What follows belongs to an exercise in optimizing a design on an open flow for small area; a production flow would make more cautious choices. In this exercise RTL edits were held to simulation tests only and were not proved equivalent to the original. Power and IR drop assume default switching activity.

Design csr_file_top, start of the top module:
module csr_file_top (
  input  logic                            clk,
  input  logic                            nreset,
  input  logic [2:0]                      csr_cmd,
  input  logic [csr_pkg::csr_addr_w-1:0]  csr_addr,
  input  logic [csr_pkg::xlen-1:0]        csr_wdata,
  input  logic                            trap_exception,
  input  logic                            trap_is_int,
  input  logic [csr_pkg::cause_w-1:0]     trap_code,
  input  logic [csr_pkg::xlen-1:0]        trap_pc,
  input  logic [csr_pkg::xlen-1:0]        trap_mem_addr,
  input  logic [csr_pkg::xlen-1:0]        trap_inst,
  input  logic                            mret,
  input  logic                            retire,
  input  logic                            timer_tick,
  input  logic [csr_pkg::n_ext_irq-1:0]   ext_irq,
  output logic [csr_pkg::xlen-1:0]        rdata,
  output logic                            illegal_access,
  output logic [1:0]                      prv,
  output logic [csr_pkg::xlen-1:0]        handler_pc,
  output logic [csr_pkg::xlen-1:0]        mepc,
  output logic                            interrupt_pending,
  output logic                            interrupt_taken,
  output logic [csr_pkg::cause_w:0]       interrupt_code
);
  csr_pkg::csr_req_t         csr_req;
  csr_pkg::trap_req_t        trap;
  csr_pkg::priv_e            prv_e;
  csr_pkg::mcause_e          interrupt_code_e;
  assign csr_req.cmd   = csr_pkg::csr_cmd_e'(csr_cmd);
  assign csr_req.addr  = csr_addr;
  assign csr_req.wdata = csr_wdata;
  assign trap.exception = trap_exception;
  assign trap.is_int    = trap_is_int;
  assign trap.code      = trap_code;
  assign trap.pc        = trap_pc;
  assign trap.mem_addr  = trap_mem_addr;
  assign trap.inst      = trap_inst;
  assign prv            = prv_e;
  assign interrupt_code = interrupt_code_e;
  ...
==> module csr_trap_unit, before the edit <==
module csr_trap_unit (
  input  logic               clk,
  input  logic               nreset,
  input  logic               live,
  input  csr_pkg::csr_wr_t   csr_wr,
  input  csr_pkg::trap_req_t trap,
  input  logic               mret,
  output csr_pkg::priv_e     prv,
  output csr_pkg::csr_data_t mstatus,
  output logic               mie_bit,
  output csr_pkg::csr_data_t mtvec,
  output csr_pkg::csr_data_t mscratch,
  output csr_pkg::csr_data_t mepc,
  output csr_pkg::csr_data_t mcause,
  output csr_pkg::csr_data_t mtval,
  output csr_pkg::csr_data_t handler_pc
);
  csr_pkg::priv_e     mpp;
  logic               mpie;
  logic               wr_mstatus;
  logic               wr_mtvec, wr_mscratch, wr_mepc, wr_mcause, wr_mtval;
  logic               tval_pc, tval_mem, tval_inst;
  logic [29:0]        mtvec_q;
  assign wr_mstatus  = csr_wr.wen && (csr_wr.addr == csr_pkg::addr_mstatus);
  assign wr_mtvec    = csr_wr.wen && (csr_wr.addr == csr_pkg::addr_mtvec);
  assign wr_mscratch = csr_wr.wen && (csr_wr.addr == csr_pkg::addr_mscratch);
  assign wr_mepc     = csr_wr.wen && (csr_wr.addr == csr_pkg::addr_mepc);
  assign wr_mcause   = csr_wr.wen && (csr_wr.addr == csr_pkg::addr_mcause);
  assign wr_mtval    = csr_wr.wen && (csr_wr.addr == csr_pkg::addr_mtval);
  assign tval_pc   = !trap.is_int && (trap.code[3:1] == 3'b000);
  assign tval_mem  = !trap.is_int && (trap.code[3:2] == 2'b01);
  assign tval_inst = !trap.is_int && (trap.code == 4'd2);
  assign mtvec      = {mtvec_q, 2'b00};
  assign handler_pc = mtvec;
  always_comb begin
    mstatus                                 = '0;
    mstatus[csr_pkg::mstatus_mpp +: 2]      = mpp;
    mstatus[csr_pkg::mstatus_mpie]          = mpie;
    mstatus[csr_pkg::mstatus_mie]           = mie_bit;
  end
  always_ff @(posedge clk or negedge nreset) begin
    if (!nreset) begin
      prv     <= csr_pkg::priv_machine;
      mpp     <= csr_pkg::priv_user;
      mpie    <= 1'b0;
      mie_bit <= 1'b0;
    end else if (wr_mstatus) begin
      if (csr_wr.data[csr_pkg::mstatus_mpp +: 2] != 2'b10) begin   
        mpp <= csr_pkg::priv_e'(csr_wr.data[csr_pkg::mstatus_mpp +: 2]);
      end
      mpie    <= csr_wr.data[csr_pkg::mstatus_mpie];
      mie_bit <= csr_wr.data[csr_pkg::mstatus_mie];
    end else if (trap.exception) begin
      prv     <= csr_pkg::priv_machine;
      mpp     <= prv;
      mpie    <= mie_bit;
      mie_bit <= 1'b0;
    end else if (mret) begin
      prv     <= mpp;
      mpp     <= csr_pkg::priv_user;
      mie_bit <= mpie;
      mpie    <= 1'b1;
    end
  end
  logic [29:0]        mtvec_n;
  csr_pkg::csr_data_t mepc_n;
  logic [29:0]        mtvec_nxt;
  csr_pkg::csr_data_t mepc_nxt;
  assign mtvec_q = live ? ~mtvec_n : csr_pkg::mtvec_reset[csr_pkg::xlen-1:2];
  assign mepc    = live ? ~mepc_n  : csr_pkg::mepc_reset;
  always_comb begin
    mtvec_nxt = mtvec_q;
    if (wr_mtvec) mtvec_nxt = csr_wr.data[csr_pkg::xlen-1:2];
    mepc_nxt = mepc;
    if (wr_mepc)             mepc_nxt = csr_wr.data;
    else if (trap.exception) mepc_nxt = {trap.pc[csr_pkg::xlen-1:1], 1'b0};
  end
  always_ff @(posedge clk) begin
    mtvec_n <= ~mtvec_nxt;
    mepc_n  <= ~mepc_nxt;
  end
  logic hold_mscratch, hold_mcause, hold_mtval;
  logic set_mcause, set_pc, set_mem, set_inst;
  assign hold_mscratch = live && !wr_mscratch;
  assign hold_mcause   = live && !wr_mcause && !trap.exception;
  assign set_mcause    = !wr_mcause && trap.exception;
  assign hold_mtval    = live && !wr_mtval && !(trap.exception && (tval_pc || tval_mem || tval_inst));
  assign set_pc        = !wr_mtval && trap.exception && tval_pc;
  assign set_mem       = !wr_mtval && trap.exception && tval_mem;
  assign set_inst      = !wr_mtval && trap.exception && tval_inst;
  always_ff @(posedge clk) begin
    mscratch <= ({csr_pkg::xlen{wr_mscratch}}   & csr_wr.data) |
                ({csr_pkg::xlen{hold_mscratch}} & mscratch);
    mcause   <= ({csr_pkg::xlen{wr_mcause}}     & csr_wr.data) |
                ({csr_pkg::xlen{hold_mcause}}   & mcause)      |
                ({csr_pkg::xlen{set_mcause}}    & {trap.is_int,
                                                   {(csr_pkg::xlen-csr_pkg::cause_w-1){1'b0}},
                                                   trap.code});
    mtval    <= ({csr_pkg::xlen{wr_mtval}}      & csr_wr.data)   |
                ({csr_pkg::xlen{hold_mtval}}    & mtval)         |
                ({csr_pkg::xlen{set_pc}}        & trap.pc)       |
                ({csr_pkg::xlen{set_mem}}       & trap.mem_addr) |
                ({csr_pkg::xlen{set_inst}}      & trap.inst);
  end
endmodule
Settings: LEC_CHECK=0, CAP_MARGIN=20, CORE_MARGIN=2, CORE_UTILIZATION=65, CTS_BUF_LIST=sky130_fd_sc_hd__clkbuf_16, CTS_CLUSTER_DIAMETER=80, CTS_CLUSTER_SIZE=25, SLEW_MARGIN=20, BUFFER_PORTS_ARGS=-buffer_cell sky130_fd_sc_hd__buf_1; clock period 7.0 ns.
standard.sh (not shown) runs the stock make flow with config.mk's settings and CLKGATE_MAP_FILE= SYNTH_SCRIPT=/design/flow/synth_recipe.tcl, a recipe that flattens the netlist after the stock synthesis.
==> flow/flow/run.sh <==
#!/bin/bash
# The standard layout (standard.sh) with two changes:
#  - synthesis maps the logic with an area-oriented ABC script (flow/synth_area.tcl);
#    the flip-flops and their names are the standard synthesis's;
#  - the port buffers that global placement adds to every input and output are the
#    smallest buffer cell instead of the clkdlybuf4s50_1 that buffer_ports picks.
# Each tool's full output is in orfs/logs/; make's own output is in flow_make.log.
set -euo pipefail
here=$(pwd)
echo 'export BUFFER_PORTS_ARGS = -buffer_cell sky130_fd_sc_hd__buf_1' >> config.mk
sed "s#SYNTH_SCRIPT=[^ ]*#SYNTH_SCRIPT=$here/flow/synth_area.tcl#" standard.sh > area_standard.sh
grep -q "SYNTH_SCRIPT=$here/flow/synth_area.tcl" area_standard.sh
bash area_standard.sh > flow_make.log 2>&1
==> flow/flow/abc_area.script <==
&get -n
&st
&dch
&nf -R 1000 -E 100
&put
==> flow/flow/synth_area.tcl <==
# The standard synthesis script (synth_recipe.tcl), with one change: ABC maps the
# logic with flow/abc_area.script, an area-oriented mapping, instead of ORFS's speed
# script. Everything else, flip-flop mapping included, is the standard synthesis.
set area_script [file join [file dirname [file normalize [info script]]] abc_area.script]
proc synth {args} { yosys synth -nofsm -noshare {*}$args }
proc abc {args} {
  set i [lsearch -exact $args -script]
  if {$i >= 0} {
    set args [lreplace $args [expr {$i+1}] [expr {$i+1}] $::area_script]
  }
  yosys abc {*}$args
}
source $::env(SCRIPTS_DIR)/synth.tcl
# left out here: clear keep_hierarchy, flatten, clean up, hide names made inside functions, write 1_2_yosys.v
Edit:
--- a/flow/design.v
+++ b/flow/design.v
@@ -181,17 +181,19 @@
   csr_pkg::csr_data_t mepc_n;
   logic [29:0]        mtvec_nxt;
   csr_pkg::csr_data_t mepc_nxt;
   assign mtvec_q = live ? ~mtvec_n : csr_pkg::mtvec_reset[csr_pkg::xlen-1:2];
   assign mepc    = live ? ~mepc_n  : csr_pkg::mepc_reset;
-  always_comb begin
-    mtvec_nxt = mtvec_q;
-    if (wr_mtvec) mtvec_nxt = csr_wr.data[csr_pkg::xlen-1:2];
-    mepc_nxt = mepc;
-    if (wr_mepc)             mepc_nxt = csr_wr.data;
-    else if (trap.exception) mepc_nxt = {trap.pc[csr_pkg::xlen-1:1], 1'b0};
-  end
+  logic keep_mtvec, keep_mepc, trap_mepc;
+  assign keep_mtvec = !wr_mtvec;
+  assign keep_mepc  = !wr_mepc && !trap.exception;
+  assign trap_mepc  = !wr_mepc && trap.exception;
+  assign mtvec_nxt = ({30{wr_mtvec}}   & csr_wr.data[csr_pkg::xlen-1:2]) |
+                     ({30{keep_mtvec}} & mtvec_q);
+  assign mepc_nxt  = ({csr_pkg::xlen{wr_mepc}}   & csr_wr.data)                          |
+                     ({csr_pkg::xlen{trap_mepc}} & {trap.pc[csr_pkg::xlen-1:1], 1'b0}) |
+                     ({csr_pkg::xlen{keep_mepc}} & mepc);
   always_ff @(posedge clk) begin
     mtvec_n <= ~mtvec_nxt;
     mepc_n  <= ~mepc_nxt;
   end
   logic hold_mscratch, hold_mcause, hold_mtval;
Worst hold slack is about the same; cell count is higher by 0.64%; global-route usage is higher by 3.1 points; non-clock buffer count is lower by 4; sequential share of layout area is higher by 0.53 points; routed wire length is higher by 3.6%; synthesized cell count is higher by 1.1%; maximum frequency is lower by 1.0%; clock skew is lower by 0.010 ns; sequential power is about the same; worst setup slack loses 0.067 ns; power barely changes; design area is lower by 1.4%; first-iteration DRC count is lower by 7.1%.

[afterwards: timing with drivers on the ports]
Ports are ideal in the flow. The routed layouts listed here were re-timed in OpenROAD.
Step 1 sets driving cells, clkbuf_16 on the clock port and buf_2 on the other inputs (assumed; they add their load-dependent delay and slew).
Step 2, shift: input delay + t, output delay - t, t = (earliest + latest rising clock arrival at the registers) / 2. This alone moves slack from input paths to output paths.
a / b / c = ideal ports / drivers / drivers and shift; a / b = the first two.
run	t (ns)	slack for setup (ns)	worst slew at a driven data input, ns	pins driven straight from the clock port
the first run	0.550	0.498 / 0.526 / -0.025	0.04	1
the second run	0.554	0.431 / 0.462 / -0.092	0.07	1
Met with ideal ports but missed after step 2: setup timing in the first run and the second run.
